Context: an optimization exercise on an open-source flow, tuned for small area, a short achievable clock period and few clock cycles per item. The choices shown serve that exercise and are no tape-out recipe.
In this exercise RTL edits were held to simulation tests only and were not proved equivalent to the original.

$ cat flow/run.sh
#!/bin/bash
# synth_recipe.tcl (not shown) runs the flow's synth.tcl, then flattens the netlist and writes it again
# the make line also repeats each setting of config.mk as NAME=value (left out here)
make -C /OpenROAD-flow-scripts/flow DESIGN_CONFIG=/design/flow/config.mk WORK_HOME=/design/flow/orfs CLKGATE_MAP_FILE= SYNTH_SCRIPT=/design/flow/synth_recipe.tcl finish
$ cat flow/config.mk
export PLATFORM = sky130hd
export DESIGN_NAME = jacobi_polynomial_eval
export DESIGN_NICKNAME = jacobi_polynomial_eval
export VERILOG_FILES = /design/flow/design.v
export SDC_FILE = /design/flow/constraint.sdc
export NUM_CORES = 4
export LEC_CHECK = 0
export CAP_MARGIN = 20
export CORE_MARGIN = 2
export CORE_UTILIZATION = 40
export SLEW_MARGIN = 20
$ cat flow/constraint.sdc
create_clock -name core_clock -period 20.0 [get_ports {clk}]
set_input_delay 4.0000 -clock core_clock [delete_from_list [all_inputs] [get_ports {clk}]]
set_output_delay 4.0000 -clock core_clock [all_outputs]
set_load 0.01 [all_outputs]
$ cat flow/design.v
package jpe_pkg;
	localparam int MAX_DEGREE = 32;
	localparam int KW = $clog2(MAX_DEGREE + 2);
	localparam int DIV_CELLS = 4;
	localparam int DIV_STEPS = 96;
	localparam int DIV_PASSES = DIV_STEPS / DIV_CELLS;
	localparam int DCW = $clog2(DIV_PASSES + 1);
	localparam logic signed [63:0] ONE_Q32 = 64'sh0000_0001_0000_0000;
	localparam logic signed [63:0] HALF_Q32 = 64'sh0000_0000_8000_0000;
	localparam logic signed [63:0] MAX_Q = 64'sh7FFF_FFFF_FFFF_FFFF;
	localparam logic signed [63:0] RES_MAX = 64'sh0000_7FFF_FFFF_FFFF;
	localparam logic signed [63:0] RES_MIN = 64'shFFFF_8000_0000_0000;
	localparam logic [1:0] REG_DEGREE = 2'd0;
	localparam logic [1:0] REG_ALPHA = 2'd1;
	localparam logic [1:0] REG_BETA = 2'd2;
	localparam logic [1:0] REG_SCALE = 2'd3;
	typedef struct packed {
		logic start;
		logic signed [63:0] opa;
		logic signed [63:0] opb;
	} unit_req_t;
	typedef struct packed {
		logic done;
		logic sat;
		logic signed [63:0] value;
	} unit_res_t;
endpackage
import jpe_pkg::*;
module jpe_qmul (
	input logic clk,
	input logic arst_n,
	input jpe_pkg::unit_req_t req,
	output jpe_pkg::unit_res_t res
);
	function automatic logic [63:0] mag64(input logic signed [63:0] v);
		mag64 = v[63] ? 64'(-v) : 64'(v);
	endfunction
	logic [63:0] xm_q, ym_q;
	logic neg_q;
	logic [127:0] acc_q;
	logic [2:0] cnt_q;
	logic busy_q;
	logic [31:0] pa, pb;
	logic [63:0] pp;
	logic [127:0] pp_sh, sum;
	logic ovf;
	logic [63:0] mag;
	always_comb begin
		case (cnt_q)
			3'd0: begin pa = xm_q[31:0]; pb = ym_q[31:0]; end
			3'd1: begin pa = xm_q[31:0]; pb = ym_q[63:32]; end
			3'd2: begin pa = xm_q[63:32]; pb = ym_q[31:0]; end
			default: begin pa = xm_q[63:32]; pb = ym_q[63:32]; end
		endcase
		pp = 64'(pa) * 64'(pb);
		case (cnt_q)
			3'd0: pp_sh = 128'(pp);
			3'd1, 3'd2: pp_sh = 128'(pp) << 32;
			default: pp_sh = 128'(pp) << 64;
		endcase
	end
	always_comb begin
		sum = acc_q + 128'h8000_0000;
		ovf = |sum[127:96];
		mag = ovf ? '1 : sum[95:32];
		res.done = busy_q && (cnt_q == 3'd4);
		res.sat = ovf || mag[63];
		if (mag[63])
			mag = 64'(MAX_Q);
		res.value = neg_q ? -$signed(mag) : $signed(mag);
	end
	always_ff @(posedge clk or negedge arst_n) begin
		if (!arst_n) begin
			busy_q <= 1'b0;
			cnt_q <= '0;
		end else if (req.start) begin
			busy_q <= 1'b1;
			cnt_q <= '0;
		end else if (busy_q) begin
			if (cnt_q == 3'd4)
				busy_q <= 1'b0;
			else
				cnt_q <= cnt_q + 3'd1;
		end
	end
	always_ff @(posedge clk) begin
		if (req.start) begin
			xm_q <= mag64(req.opa);
			ym_q <= mag64(req.opb);
			neg_q <= req.opa[63] ^ req.opb[63];
			acc_q <= '0;
		end else if (busy_q && cnt_q != 3'd4) begin
			acc_q <= acc_q + pp_sh;
		end
	end
endmodule
import jpe_pkg::*;
module jpe_div_cell (
	input logic [63:0] den,
	input logic nbit,
	input logic [63:0] rem_in,
	input logic [63:0] quo_in,
	input logic big_in,
	output logic [63:0] rem_out,
	output logic [63:0] quo_out,
	output logic big_out
);
	logic [63:0] r2;
	always_comb begin
		r2 = {rem_in[62:0], nbit};
		big_out = big_in | quo_in[63];
		quo_out = {quo_in[62:0], 1'b0};
		rem_out = r2;
		if (r2 >= den) begin
			rem_out = r2 - den;
			quo_out[0] = 1'b1;
		end
	end
endmodule
import jpe_pkg::*;
module jpe_qdiv (
	input logic clk,
	input logic arst_n,
	input jpe_pkg::unit_req_t req,
	output jpe_pkg::unit_res_t res
);
	function automatic logic [63:0] mag64(input logic signed [63:0] v);
		mag64 = v[63] ? 64'(-v) : 64'(v);
	endfunction
	logic [95:0] num_q;
	logic [63:0] den_q, rem_q, quo_q;
	logic big_q, neg_q, zero_q, busy_q;
	logic [DCW-1:0] cnt_q;
	logic [63:0] rem_c [DIV_CELLS+1];
	logic [63:0] quo_c [DIV_CELLS+1];
	logic big_c [DIV_CELLS+1];
	logic [63:0] qr, mag;
	logic bg;
	assign rem_c[0] = rem_q;
	assign quo_c[0] = quo_q;
	assign big_c[0] = big_q;
	for (genvar j = 0; j < DIV_CELLS; j++) begin : g_cell
		jpe_div_cell u_cell (
			.den(den_q),
			.nbit(num_q[95-j]),
			.rem_in(rem_c[j]),
			.quo_in(quo_c[j]),
			.big_in(big_c[j]),
			.rem_out(rem_c[j+1]),
			.quo_out(quo_c[j+1]),
			.big_out(big_c[j+1])
		);
	end
	always_comb begin
		bg = big_q;
		qr = quo_q;
		if (rem_q >= den_q - rem_q) begin
			if (&quo_q)
				bg = 1'b1;
			else
				qr = quo_q + 64'd1;
		end
		mag = bg ? '1 : qr;
		res.done = busy_q && (cnt_q == DCW'(DIV_PASSES));
		res.sat = zero_q || mag[63];
		if (mag[63])
			mag = 64'(MAX_Q);
		if (zero_q)
			res.value = '0;
		else
			res.value = neg_q ? -$signed(mag) : $signed(mag);
	end
	always_ff @(posedge clk or negedge arst_n) begin
		if (!arst_n) begin
			busy_q <= 1'b0;
			cnt_q <= '0;
		end else if (req.start) begin
			busy_q <= 1'b1;
			cnt_q <= '0;
		end else if (busy_q) begin
			if (cnt_q == DCW'(DIV_PASSES))
				busy_q <= 1'b0;
			else
				cnt_q <= cnt_q + DCW'(1);
		end
	end
	always_ff @(posedge clk) begin
		if (req.start) begin
			num_q <= {mag64(req.opa), 32'd0};
			den_q <= mag64(req.opb);
			neg_q <= req.opa[63] ^ req.opb[63];
			zero_q <= (req.opb == '0);
			rem_q <= '0;
			quo_q <= '0;
			big_q <= 1'b0;
		end else if (busy_q && cnt_q != DCW'(DIV_PASSES)) begin
			num_q <= num_q << DIV_CELLS;
			rem_q <= rem_c[DIV_CELLS];
			quo_q <= quo_c[DIV_CELLS];
			big_q <= big_c[DIV_CELLS];
		end
	end
endmodule
import jpe_pkg::*;
module jacobi_polynomial_eval (
	input logic clk,
	input logic arst_n,
	input logic cfg_we,
	input logic [1:0] cfg_addr,
	input logic [31:0] cfg_data,
	input logic s_tvalid,
	output logic s_tready,
	input logic [31:0] s_tdata,  
	output logic m_tvalid,
	input logic m_tready,
	output logic [55:0] m_tdata  
);
	typedef enum logic [1:0] {S_IDLE, S_RUN, S_WAIT, S_HOLD} state_t;
	typedef enum logic [3:0] {
		OP_P1A, OP_P1B, OP_M1, OP_DEN, OP_M2, OP_M3, OP_AA, OP_BB, OP_G1,
		OP_M4, OP_M5, OP_G0, OP_P1, OP_P2, OP_DIV, OP_FIN
	} op_t;
	state_t state_q;
	op_t op_q;
	logic [5:0] degree_q;
	logic [21:0] alpha_q, beta_q;
	logic [31:0] scale_q;
	logic signed [63:0] x_q, a_q, b_q, s_q;
	logic signed [63:0] y0_q, y1_q, t_q, u_q, v_q, g1_q, den_q;
	logic [KW-1:0] k_q, n_q;
	logic sat_q;
	logic [47:0] val_q;
	logic ovf_q, mv_q;
	jpe_pkg::unit_req_t mreq, dreq;
	jpe_pkg::unit_res_t mres, dres, ures;
	logic signed [63:0] kq, t2, t1, t0, opa, opb, r, inner, fin;
	logic sat_w, fsat;
	function automatic logic [64:0] sadd(input logic signed [63:0] p,
			input logic signed [63:0] q);
		logic [64:0] w;
		w = {p[63], p} + {q[63], q};
		if (!w[64] && w[63])
			sadd = {1'b1, MAX_Q};
		else if (w[64] && (!w[63] || w[62:0] == '0))
			sadd = {1'b1, 64'h8000_0000_0000_0001};
		else
			sadd = {1'b0, w[63:0]};
	endfunction
	assign kq = 64'(k_q) << 32;
	assign t2 = 2 * kq + s_q;
	assign t1 = t2 - ONE_Q32;
	assign t0 = t2 - 2 * ONE_Q32;
	assign ures = (op_q == OP_DIV) ? dres : mres;
	assign r = ures.value;
	always_comb begin
		case (op_q)
			OP_P1A: begin opa = s_q + 2 * ONE_Q32; opb = x_q - ONE_Q32; end
			OP_P1B: begin opa = t_q; opb = HALF_Q32; end
			OP_M1: begin opa = 2 * kq; opb = kq + s_q; end
			OP_DEN: begin opa = t_q; opb = t0; end
			OP_M2: begin opa = t2; opb = t0; end
			OP_M3: begin opa = t_q; opb = x_q; end
			OP_AA: begin opa = a_q; opb = a_q; end
			OP_BB: begin opa = b_q; opb = b_q; end
			OP_G1: begin opa = t1; opb = u_q; end
			OP_M4: begin opa = kq + a_q - ONE_Q32; opb = kq + b_q - ONE_Q32; end
			OP_M5: begin opa = t_q; opb = t2; end
			OP_G0: begin opa = -2 * ONE_Q32; opb = t_q; end
			OP_P1: begin opa = g1_q; opb = y1_q; end
			OP_P2: begin opa = t_q; opb = y0_q; end
			OP_DIV: begin opa = u_q; opb = den_q; end
			default: begin opa = y1_q; opb = 64'({scale_q, 8'd0}); end
		endcase
		mreq.start = (state_q == S_RUN) && (op_q != OP_DIV);
		mreq.opa = opa;
		mreq.opb = opb;
		dreq.start = (state_q == S_RUN) && (op_q == OP_DIV);
		dreq.opa = opa;
		dreq.opb = opb;
	end
	jpe_qmul u_mul (.clk(clk), .arst_n(arst_n), .req(mreq), .res(mres));
	jpe_qdiv u_div (.clk(clk), .arst_n(arst_n), .req(dreq), .res(dres));
	always_comb begin
		logic [64:0] s1, s2;
		s1 = sadd(v_q, -r);
		s2 = sadd(u_q, s1[63:0]);
		inner = s2[63:0];
		sat_w = s1[64] | s2[64];
		fin = r;
		fsat = 1'b0;
		if (!r[63] && r[62:47] != '0) begin
			fin = RES_MAX;
			fsat = 1'b1;
		end else if (r[63] && r[62:47] != '1) begin
			fin = RES_MIN;
			fsat = 1'b1;
		end
	end
	always_ff @(posedge clk or negedge arst_n) begin
		if (!arst_n) begin
			degree_q <= '0;
			alpha_q <= '0;
			beta_q <= '0;
			scale_q <= 32'd16777216;
		end else if (cfg_we) begin
			case (cfg_addr)
				REG_DEGREE: degree_q <= cfg_data[5:0];
				REG_ALPHA: alpha_q <= cfg_data[21:0];
				REG_BETA: beta_q <= cfg_data[21:0];
				REG_SCALE: scale_q <= cfg_data;
				default: ;
			endcase
		end
	end
	assign s_tready = (state_q == S_IDLE);
	assign m_tvalid = mv_q;
	assign m_tdata = {7'd0, ovf_q, val_q};
	always_ff @(posedge clk or negedge arst_n) begin
		logic [64:0] sp;
		logic step_sat;
		if (!arst_n) begin
			state_q <= S_IDLE;
			op_q <= OP_P1A;
			k_q <= '0;
			n_q <= '0;
			sat_q <= 1'b0;
			mv_q <= 1'b0;
		end else begin
			case (state_q)
				S_IDLE: begin
					if (s_tvalid) begin
						x_q <= 64'($signed(s_tdata)) <<< 2;
						a_q <= 64'($signed(alpha_q)) <<< 16;
						b_q <= 64'($signed(beta_q)) <<< 16;
						s_q <= (64'($signed(alpha_q)) + 64'($signed(beta_q))) <<< 16;
						if (int'(degree_q) > MAX_DEGREE)
							n_q <= KW'(MAX_DEGREE);
						else
							n_q <= KW'(degree_q);
						k_q <= KW'(2);
						sat_q <= 1'b0;
						op_q <= OP_P1A;
						state_q <= S_RUN;
					end
				end
				S_RUN: state_q <= S_WAIT;
				S_WAIT: begin
					if (ures.done) begin
						step_sat = ures.sat;
						state_q <= (op_q == OP_FIN) ? S_HOLD : S_RUN;
						case (op_q)
							OP_P1A: begin t_q <= r; op_q <= OP_P1B; end
							OP_P1B: begin
								sp = sadd(a_q + ONE_Q32, r);
								step_sat = step_sat | sp[64];
								y1_q <= (n_q == '0) ? ONE_Q32 : sp[63:0];
								y0_q <= ONE_Q32;
								op_q <= (n_q < KW'(2)) ? OP_FIN : OP_M1;
							end
							OP_M1: begin t_q <= r; op_q <= OP_DEN; end
							OP_DEN: begin den_q <= r; op_q <= OP_M2; end
							OP_M2: begin t_q <= r; op_q <= OP_M3; end
							OP_M3: begin u_q <= r; op_q <= OP_AA; end
							OP_AA: begin v_q <= r; op_q <= OP_BB; end
							OP_BB: begin
								u_q <= inner;
								step_sat = step_sat | sat_w;
								op_q <= OP_G1;
							end
							OP_G1: begin g1_q <= r; op_q <= OP_M4; end
							OP_M4: begin t_q <= r; op_q <= OP_M5; end
							OP_M5: begin t_q <= r; op_q <= OP_G0; end
							OP_G0: begin t_q <= r; op_q <= OP_P1; end
							OP_P1: begin u_q <= r; op_q <= OP_P2; end
							OP_P2: begin
								sp = sadd(u_q, r);
								u_q <= sp[63:0];
								step_sat = step_sat | sp[64];
								op_q <= OP_DIV;
							end
							OP_DIV: begin
								y0_q <= y1_q;
								y1_q <= r;
								k_q <= k_q + KW'(1);
								op_q <= (k_q == n_q) ? OP_FIN : OP_M1;
							end
							default: begin
								t_q <= fin;
								step_sat = step_sat | fsat;
							end
						endcase
						sat_q <= sat_q | step_sat;
					end
				end
				default: begin
					if (!mv_q || m_tready) begin
						val_q <= t_q[47:0];
						ovf_q <= sat_q;
						state_q <= S_IDLE;
					end
				end
			endcase
			if (state_q == S_HOLD && (!mv_q || m_tready))
				mv_q <= 1'b1;
			else if (mv_q && m_tready)
				mv_q <= 1'b0;
		end
	end
endmodule
==> metrics.md <==
| Metric | Value |
|---|---|
| Hold_buf cts | `0` |
| Post-route ant nets | `0` |
| Via-per-instance ratio | `6.11` |
| Pre-CTS setup slack | `-0.749 ns` |
| Post-synthesis cell area | `144,000 µm²` |
| Multi-input logic area | `103,000 µm²` |
| Initial antenna violation count | `74` |
| WHS Endpoint | `u_mul.acc_q[23]$_SDFFE_PP0P_` |
| Initial core utilization | `40.1%` |
| DRC violation count after routing | `0` |
| Number of global-route vias before repair | `134k` |
| Worst setup margin | `0.718 ns` |
| WL per Instance | `28.5 µm` |
| Die Wd | `604 µm` |
| RSZ-0062 raised after global routing | `true` |
| Largest net degree at the start of global routing | `98` |
| Insertion delay to the later sink of the worst-skew pair | `0.95 ns` |
| Hold Path Origin | `u_mul.acc_q[23]$_SDFFE_PP0P_` |
| Max-slew headroom | `15.7%` |
| Max Freq | `51.9 MHz` |
| Max Cap Viol | `0` |
| Layout Nets | `20.2k` |
| Async S/R FF share, synth | `9.15%` |
| Final slew viol count | `0` |
| Worst-margin pin slew | `1.26 ns` |
| Register Area | `33,600 µm²` |
| Fraction of layout cells with a size suffix above 1 | `13.9%` |
| Reg-to-Reg End | `u_q[49]$_DFFE_PP_` |
| 1st-pass router iterations | `10` |
| Hold path depth | `2` |
| # clock sinks | `1,224` |
| Gate count of the mapped netlist | `17.0k` |
| Clock Tree Root | `clkbuf_16` |
| Fillers | `35.3k` |
| Worst path most repeated cell | `buf_4` |
| Chip height | `604 µm` |
| FF+latch count, synth | `1,224` |
| CTS Buf Count | `157` |
| Yosys warns | `10` |
| CTS H-Tree Depth | `4` |
| R2R setup slack | `0.72 ns` |
| Die area | `364,000 µm²` |
| Final RePlAce weighted congestion | `1.07` |
| Area after DPL | `160,000 µm²` |
| Top reg by flops | `u_mul.acc_q` |
| Routed Wire Length | `654,000 µm` |
| WP data required | `20.67 ns` |
| Design Area, Final | `167,000 µm²` |
| Max FO, Critical Path | `7` |
| Gr usage total | `34.9%` |
| Clk buf depth | `4` |
| Hold/Removal Path Class | `flip-flop to flip-flop` |
| Via Count | `140k` |
| Drt initial violations | `17.2k` |
| Synth cell types | `115` |
| Tcrit/Tclk final | `96.4%` |
| Max reg flops | `128` |
| I/O Pins | `129` |
| Hold Vio Cnt, Final | `0` |
| Overflow after GRT | `0` |
| Crit end category | `flip-flop` |
| Startpoint Class | `flip-flop` |
| CP max stage delay | `0.55 ns` |
| Post-DP HPWL | `518,000 µm` |
| Core ar. | `359,000 µm²` |
| Dominant synthesized flop cell | `edfxtp_1` |
| CP max stage cell | `or4_4` |
| Clk pin slew, worst setup/hold paths | `0.06 ns` |
| Worst Path Arrival | `19.95 ns` |
| Status | `no timing/DRC/antenna violations` |
| Hold_ws | `0.458 ns` |
| Port Buffers | `121` |
| Post-layout util | `46.5%` |
| CTS tree | `built` |
| First-pass GRT wire length | `936,000 µm` |
| Tmin final | `19.28 ns` |
| Layout Skew | `0.127 ns` |
| R2R Path Start | `u_div.den_q[0]$_DFFE_PP_` |
| Critical path class | `flip-flop to flip-flop` |
| Row count | `220` |
| Setup-failing EPs final | `0` |
| Syn Area/Cell | `8.45 µm²` |
| Seq/Total Area, Yosys | `23.4%` |
| Most common cell after layout, fill and taps aside | `nand2_1` |
| Most frequent cells in the layout | `nand2_1 (2,219), buf_4 (1,553), inv_1 (1,427)` |
| Number of enable flip-flop cells after synthesis | `855` |
| Layout area overhead | `15.9%` |
| Worst R2R Path Depth | `94` |
[worst max-delay path, delay by kind of cell, from the launching register on]
family / cells / cell delay, ns
XOR/XNOR: 4 / 0.36
AND/OR/NAND/NOR: 28 / 6.88
adder cells (fa/ha/maj): 6 / 1.49
buffers and inverters: 18 / 2.50
AO/OA/AOI/OAI: 38 / 7.36
flip-flops: 1 / 0.35
[area by class of cell]
type                    instances  area share [%]
diodes                         29          0.0435
clock inverters                82           0.450
clock buffers                 202            2.60
multi-input cells           13500            61.7
repair buffers               1715            8.15
inverters                    1435            3.25
well taps                    4773            3.58
flip-flops and latches       1224            20.2
[kinds of logic after synthesis]
group / synth area share [%]
other: 0.00261
muxes: 3.02
buffers and inverters: 6.17
AOI/OAI and AO/OA: 19.2
xor gates and xnor gates: 6.73
DFF: 23.4
and+or+nand+nor: 18.7
adders and majority gates: 22.8
[layer usage]
metal  share of wire [%]  vias to the layer above  global-route usage [%]
met5               0.025                        -                       0
met4                 6.5                       26                    19.0
met3                  10                     1556                    7.34
met2                  43                     7472                    53.7
met1                  40                    68900                    45.7
li1                    -                    62400                       -
[worst max path at each step]
stage	slack, ns	start	cells past startpoint	end
after floorplan	0.07	u_div.den_q[0]$_DFFE_PP_	86	u_q[14]$_DFFE_PP_
after CTS	0.01	u_div.den_q[0]$_DFFE_PP_	92	u_q[60]$_DFFE_PP_
final	0.72	u_div.den_q[0]$_DFFE_PP_	94	u_q[49]$_DFFE_PP_
after global placement	-0.79	u_div.den_q[0]$_DFFE_PP_	88	u_q[52]$_DFFE_PP_
after detailed placement	-0.75	u_div.den_q[0]$_DFFE_PP_	92	u_q[49]$_DFFE_PP_
after global routing	-0.15	u_div.den_q[0]$_DFFE_PP_	95	u_q[3]$_DFFE_PP_
[Yosys cell counts, types with 71 or more instances]
master	instances	share of area, %
nor2_1	1211	3.2
a211oi_1	110	0.57
and4_1	71	0.43
o21ai_1	71	0.25
or3_1	121	0.53
o21ai_0	760	2.6
xor2_1	401	2.4
nand2b_1	149	0.65
nand3_1	377	1.3
dfxtp_1	257	3.6
and3_1	210	0.91
buf_1	83	0.22
nor3_1	303	1.1
nand2_1	2223	5.8
ha_1	1161	10
and2_1	162	0.70
a221oi_1	130	0.79
dfrtp_1	111	1.9
nand4_1	280	1.2
a21o_1	574	3.0
o211ai_1	79	0.41
mux2i_1	146	1.0
o21bai_1	140	0.73
xnor2_1	704	4.3
a22oi_1	89	0.46
a31oi_1	157	0.68
nor2b_1	143	0.62
a21oi_1	1191	4.1
o31ai_1	82	0.43
fa_1	913	13
nor4_1	132	0.57
inv_1	1429	3.7
clkbuf_1	680	1.8
o21a_1	115	0.60
o22ai_1	107	0.47
edfxtp_1	855	18
mux2_2	254	2.0
[per-stage QoR]
step | cells | setup TNS, ns
after floorplan | 17000 | 0
after global placement | 22600 | -46.99
after detailed placement | 22600 | -41.92
after CTS | 22900 | 0
after global routing | 22900 | -6.29
final | 23000 | 0
[what timing repair did]
item,CTS,global route
setup endpoints to repair,64,99
endpoints found under the hold margin,0,0
setup buffers,4,38
pin swaps,14,117
cloned,0,4
resized for setup,32,218
Testbench counts, summed over its fixed seeds: cycles 439,160, items 576.

[re-timing with driven ports]
The flow's constraints put no driver on any port. The routed layout listed below was extracted and timed again, unchanged, in two steps.
Step 1 sets driving cells, clkbuf_16 on the clock port and buf_2 on the other inputs (assumed; they add their load-dependent delay and slew).
Step 2 moves the port delays by t, midway between the first and last clock arrival at a register: inputs arrive t later, outputs are due t later. That takes back most of the time a late clock gives input paths.
Three values: no drivers, after step 1, after step 2; two values: the first two.
t (ns): 1.005
setup WS [ns]: 0.718 / 0.718 / 0.718
hold slack, ns: 0.458 / 0.458 / 0.458
worst register clock-pin slew, ns: 0.08 / 0.08
After both steps this run still meets setup and hold. For this run, drivers alone change the setup slack by 0.000 ns; drivers and shift together by 0.000 ns.
